What follows belongs to an exercise in optimizing a design on an open flow for small area, a short achievable clock period and few clock cycles per item; a production flow would make more cautious choices. RTL that was checked went through simulation tests only; none was proved equivalent to the original.

// pe_requant
module pe_requant #(
    parameter int ACC_W  = 32,
    parameter int MULT_W = 16,
    parameter int CNT_W  = 16
) (
    input  logic              clk,
    input  logic              rst_n,
    input  logic              in_valid,
    output logic              in_ready,
    input  logic [ACC_W-1:0]  in_acc,
    input  logic [ACC_W-1:0]  in_bias,
    input  logic              in_last,
    output logic              out_valid,
    input  logic              out_ready,
    output logic [7:0]        out_data,
    output logic              out_last,
    input  logic              cfg_we,
    input  logic [MULT_W-1:0] cfg_mult,
    input  logic [4:0]        cfg_shift,
    input  logic [7:0]        cfg_zp,
    output logic              busy,
    output logic [CNT_W-1:0]  out_count
);
clock: 9.0 ns
lec_check: 0
abc_clock_period_in_ps: 4400
cap_margin: 20
core_margin: 2
core_utilization: 55
cts_buf_list: sky130_fd_sc_hd__clkbuf_4 sky130_fd_sc_hd__clkbuf_8
cts_cluster_size: 30
setup_slack_margin: 5.0
slew_margin: 20
synth_hierarchical: 1
synth_minimum_keep_size: 0
standard.sh (not shown) runs the stock make flow with config.mk's settings and CLKGATE_MAP_FILE= SYNTH_SCRIPT=/design/flow/synth_recipe.tcl, a recipe that flattens the netlist after the stock synthesis.
==> flow/flow/run.sh <==
#!/bin/bash
# Standard layout, with plain buffers (not delay buffers) on the ports and a
# clock tree without dummy loads.
export BUFFER_PORTS_ARGS="-buffer_cell sky130_fd_sc_hd__buf_1"
export CTS_ARGS="-sink_clustering_enable -repair_clock_nets -dont_use_dummy_load -sink_clustering_size 24 -sink_clustering_max_diameter 90 -buf_list {sky130_fd_sc_hd__clkbuf_8 sky130_fd_sc_hd__clkbuf_16}"
bash standard.sh > standard.log 2>&1
The first run passed the timing, DRC and antenna checks.
Testbench counts at the start, summed over its fixed seeds: cycles 11,268, items 10,948.
Then changed:
==> flow/flow/run.sh (replaced) <==
#!/bin/bash
# Standard layout, with plain buffers (not delay buffers) on the ports and a
# clock tree without dummy loads.
export BUFFER_PORTS_ARGS="-buffer_cell sky130_fd_sc_hd__buf_1"
export CTS_ARGS="-sink_clustering_enable -repair_clock_nets -dont_use_dummy_load -sink_clustering_size 16 -sink_clustering_max_diameter 70 -buf_list {sky130_fd_sc_hd__clkbuf_8}"
bash standard.sh > standard.log 2>&1
Die area does not change.
Synthesized area stays the same.


Another version of the RTL of pe_requant (not shown whole).
Size in the first run: roughly 3000 cells after synthesis, ~220 flip-flops, ~0.026 sq mm of cells after synthesis.
clock: 9.0 ns
lec_check: 0
cap_margin: 20
core_margin: 2
core_utilization: 40
slew_margin: 20
run.sh (not shown) runs the stock make flow with config.mk's settings and CLKGATE_MAP_FILE= SYNTH_SCRIPT=/design/flow/synth_recipe.tcl, a recipe that flattens the netlist after the stock synthesis.
Stock flow here: none of the scripts above is used.
The starting point passed the timing, DRC and antenna checks.
Then changed:
Settings changed: ABC_CLOCK_PERIOD_IN_PS set to 4400, CORE_UTILIZATION 40 to 55, SETUP_SLACK_MARGIN set to 4.6.
Effect: Core utilization rises by 17 points. Flip-flop and latch count is unchanged. Non-clock buffer count rises by 26. Via count rises by 2.0%. Cell count falls by 5.6%. Design area rises by 2.1%. Area after synthesis stays the same.
Then changed:
Settings changed: ABC_CLOCK_PERIOD_IN_PS 4400 to 4000, SETUP_SLACK_MARGIN 4.6 to 5.0.
After rerunning: Sequential share of layout area decreases by 0.52 points. Synthesized cell count stays the same. Worst setup slack improves by 0.074 ns. Routed wire length goes up by 3.9%. Area after synthesis is unchanged.
Then changed:
Settings changed: ABC_CLOCK_PERIOD_IN_PS 4000 to 4400, CORE_UTILIZATION 55 to 65.
After rerunning: Clock skew grows by 0.0069 ns; cell area shrinks by 1.6%.
Function was not checked in any run of this note: the RTL went through the layout flow alone.


raven:
Another version of the RTL of pe_requant (not shown whole).
Size: roughly 2400 cells after synthesis, about 250 flip-flops, ~130 I/O pins, roughly 23000 um^2 of cells after synthesis.
Settings: LEC_CHECK=0, ABC_CLOCK_PERIOD_IN_PS=4400, CAP_MARGIN=20, CORE_MARGIN=2, CORE_UTILIZATION=55, CTS_BUF_LIST=sky130_fd_sc_hd__clkbuf_4 sky130_fd_sc_hd__clkbuf_8, CTS_CLUSTER_SIZE=30, SETUP_SLACK_MARGIN=5.0, SLEW_MARGIN=20, SYNTH_HIERARCHICAL=1, SYNTH_MINIMUM_KEEP_SIZE=0; clock period 9.0 ns.
standard.sh (not shown) runs the stock make flow with config.mk's settings and CLKGATE_MAP_FILE= SYNTH_SCRIPT=/design/flow/synth_recipe.tcl, a recipe that flattens the netlist after the stock synthesis.
==> flow/flow/run.sh <==
#!/bin/bash
# Standard layout, with plain buffers (not delay buffers) on the ports and a
# clock tree without dummy loads.
export BUFFER_PORTS_ARGS="-buffer_cell sky130_fd_sc_hd__buf_1"
export CTS_ARGS="-sink_clustering_enable -repair_clock_nets -dont_use_dummy_load -sink_clustering_size 20 -sink_clustering_max_diameter 80 -buf_list {sky130_fd_sc_hd__clkbuf_8 sky130_fd_sc_hd__clkbuf_16}"
bash standard.sh > standard.log 2>&1
Testbench counts of raven, summed over its fixed seeds: cycles 11,268, items 10,948.
Input-level comparison between yarrow and raven:
==> flow/flow/run.sh <==
#!/bin/bash
# Standard layout, with plain buffers (not delay buffers) on the ports and a
# clock tree without dummy loads.
export BUFFER_PORTS_ARGS="-buffer_cell sky130_fd_sc_hd__buf_1"
export CTS_ARGS="-sink_clustering_enable -repair_clock_nets -dont_use_dummy_load -sink_clustering_size 30 -buf_list {sky130_fd_sc_hd__clkbuf_4 sky130_fd_sc_hd__clkbuf_8}"
bash standard.sh > standard.log 2>&1
[summary]
- yarrow: no failed stages, no open violations at the end
- Taking yarrow over raven, the wire length on met3 ratio works out to 1.06.
- On clock period minus final worst setup slack, yarrow and raven are basically level.
- yarrow -> raven: number of nets produced by synthesis delta 0, exact match
- Delta (yarrow minus raven): via count now sits higher; TritonCTS buffer count now sits higher; register area now sits at about the same level; wire length on met1 now sits higher.
- There was hardly any difference in setup slack between yarrow and raven.
> inputs changed (yarrow -> harbor)
- ABC_CLOCK_PERIOD_IN_PS now 5200, was 4400
[summary]
- Re maximum buffer depth of the clock tree: no difference whatsoever between yarrow and harbor.
- Diff yarrow..harbor | flip-flop and latch count after synthesis | negligible
- Number of global-route vias before repair: harbor vs yarrow identical
- For critical path depth, yarrow and harbor come out practically identical.
- Comparing yarrow with harbor, the proportion of layout cells with a drive suffix above 1 came out essentially unchanged.
- Diff harbor..yarrow | setup slack after layout | unchanged


build 55:
pe_requant, a different RTL version from the one above (not shown whole).
Size in the first run: roughly 2400 cells after synthesis, ~130 I/O pins.
Design pe_requant, start of the top module:
module pe_requant #(
    parameter int ACC_W  = 32,
    parameter int MULT_W = 16,
    parameter int CNT_W  = 16
) (
    input  logic              clk,
    input  logic              rst_n,
    input  logic              in_valid,
    output logic              in_ready,
    input  logic [ACC_W-1:0]  in_acc,
    input  logic [ACC_W-1:0]  in_bias,
    input  logic              in_last,
    output logic              out_valid,
    input  logic              out_ready,
    output logic [7:0]        out_data,
    output logic              out_last,
    input  logic              cfg_we,
    input  logic [MULT_W-1:0] cfg_mult,
    input  logic [4:0]        cfg_shift,
    input  logic [7:0]        cfg_zp,
    output logic              busy,
    output logic [CNT_W-1:0]  out_count
);
    localparam int SUM_W = ACC_W + 1;    
    localparam int W     = 50;           
    localparam int NDIG  = 9;            
    logic [NDIG-1:0] bone;
    logic [NDIG-2:0] btwo, bneg;
    logic [4:0]      cfg_shift_q;
    logic [7:0]      cfg_zp_q;
    logic        s1_vld, s2_vld;
    logic        s1_last, s2_last;
    logic        room_q;                  
    logic        any_q;                   
    logic        in_fire, pop, cfg_apply;
    assign in_ready  = room_q || out_ready;
    assign in_fire   = in_valid && in_ready;
    assign busy      = any_q || in_valid;
    assign cfg_apply = cfg_we && !busy;
    logic [SUM_W-1:0] s1_sum;
    logic [SUM_W-1:0] a1_a, a1_b, a1_s;
    assign a1_a = {in_acc[ACC_W-1], in_acc};
    assign a1_b = {in_bias[ACC_W-1], in_bias};
    logic [32:0] a1_g0, a1_p0;
    assign a1_g0 = a1_a & a1_b;
    assign a1_p0 = a1_a ^ a1_b;
    logic a1_G0, a1_P0;
  ...
export LEC_CHECK = 0
export ABC_CLOCK_PERIOD_IN_PS = 4400
export CAP_MARGIN = 20
export CORE_MARGIN = 2
export CORE_UTILIZATION = 55
export CTS_BUF_LIST = sky130_fd_sc_hd__clkbuf_4 sky130_fd_sc_hd__clkbuf_8
export CTS_CLUSTER_SIZE = 30
export SETUP_SLACK_MARGIN = 5.0
export SLEW_MARGIN = 20
export SYNTH_HIERARCHICAL = 1
export SYNTH_MINIMUM_KEEP_SIZE = 0
create_clock -name core_clock -period 9.0 [get_ports {clk}]
==> flow/flow/run.sh <==
#!/bin/bash
# Standard layout, with plain buffers (not delay buffers) on the ports.
export BUFFER_PORTS_ARGS="-buffer_cell sky130_fd_sc_hd__buf_1"
bash standard.sh > standard.log 2>&1
Testbench counts of build 55, summed over its fixed seeds: cycles 11,204, items 10,948.
Changes in build 61 relative to build 55:
==> flow/flow/run.sh <==
#!/bin/bash
# Standard layout, with plain buffers (not delay buffers) on the ports and a
# clock tree without dummy loads.
export BUFFER_PORTS_ARGS="-buffer_cell sky130_fd_sc_hd__buf_1"
export CTS_ARGS="-sink_clustering_enable -repair_clock_nets -dont_use_dummy_load -sink_clustering_size 30 -buf_list {sky130_fd_sc_hd__clkbuf_4 sky130_fd_sc_hd__clkbuf_8}"
bash standard.sh > standard.log 2>&1
diff --git a/flow/config.mk b/flow/config.mk
--- a/flow/config.mk
+++ b/flow/config.mk
@@ -9,5 +9,5 @@
 export CAP_MARGIN = 20
 export CORE_MARGIN = 2
-export CORE_UTILIZATION = 55
+export CORE_UTILIZATION = 48
 export CTS_BUF_LIST = sky130_fd_sc_hd__clkbuf_4 sky130_fd_sc_hd__clkbuf_8
 export CTS_CLUSTER_SIZE = 30
- The maximum frequency was comparable across build 61 and build 55.
- Number of iterations in the first detailed-routing pass in build 61 is 1 higher than in build 55
- Build 61 has more setup slack than build 55.
- Going from build 55 to build 61, post-route non-filler standard cell count grew by a few percent.
- Taking build 55 as the reference, in build 61 worst slack after detailed placement lower, worst hold slack lower, total length of routed wires went up.
- Diff build 55..build 61 | worst endpoint data arrival time | negligible
Edits applied to the flow inputs when going from build 61 to build 45:
diff --git a/flow/config.mk b/flow/config.mk
--- a/flow/config.mk
+++ b/flow/config.mk
@@ -6,8 +6,9 @@
 export NUM_CORES = 4
 export LEC_CHECK = 0
+export ABC_AREA = 1
 export ABC_CLOCK_PERIOD_IN_PS = 4400
 export CAP_MARGIN = 20
 export CORE_MARGIN = 2
-export CORE_UTILIZATION = 48
+export CORE_UTILIZATION = 55
 export CTS_BUF_LIST = sky130_fd_sc_hd__clkbuf_4 sky130_fd_sc_hd__clkbuf_8
 export CTS_CLUSTER_SIZE = 30
==> notes.md <==
Build 45: no failed stages, no open violations at the end
Post-synthesis cell count ended up 12% higher on build 45 than on build 61.
Compared build 45 against build 61; synthesized-area fraction occupied by adder cells within noise.
Of build 61 and build 45, build 61 shows the lower post-synthesis simple-gate area fraction, with build 45 above it.
Utilization build 61 -> build 45: up
Build 45: global-route usage 4.9 points above build 61

-- separate check: timing with driven ports --
The flow's constraints put no driver on any port. The routed layouts listed below were extracted and timed again, unchanged, in two steps. Step 1 assumes that a clkbuf_16 drives the clock port and a buf_2 every other input. Step 2 adds t to the input delays and takes it off the output delays; t is the mean of the earliest and latest rising clock arrival at the registers after step 1. Input paths then give back, and output paths get back, about the clock's delay inside the block. Three values: no drivers, after step 1, after step 2; two values: the first two.
run | t, ns | setup WS [ns] | worst slew at a driven data input, ns | pins driven straight from the clock port
the first run of note 1 | 0.559 | 5.039 / 5.014 / 4.515 | 0.06 | 1
the second run of note 1 | 0.621 | 5.045 / 5.022 / 4.523 | 0.06 | 1
the first run of note 2 | 0.625 | 4.001 / 4.036 / 3.411 | 0.05 | 1
the second run of note 2 | 0.621 | 4.625 / 4.625 / 4.078 | 0.05 | 1
the third run of note 2 | 0.615 | 4.699 / 4.699 / 4.472 | 0.05 | 1
the fourth run of note 2 | 0.618 | 4.626 / 4.626 / 4.527 | 0.05 | 1
raven | 0.578 | 5.015 / 4.996 / 4.602 | 0.06 | 1
yarrow | 0.641 | 5.016 / 4.996 / 4.567 | 0.07 | 1
harbor | 0.641 | 5.016 / 4.996 / 4.567 | 0.07 | 1
build 55 | 0.680 | 5.012 / 4.982 / 4.497 | 0.07 | 1
build 61 | 0.628 | 5.017 / 4.996 / 4.426 | 0.06 | 1
build 45 | 0.641 | 5.029 / 5.009 / 4.753 | 0.05 | 1
After both steps every run listed still meets setup and hold. For build 61, which loses most, drivers alone change the setup slack by -0.021 ns; drivers and shift together by -0.591 ns.
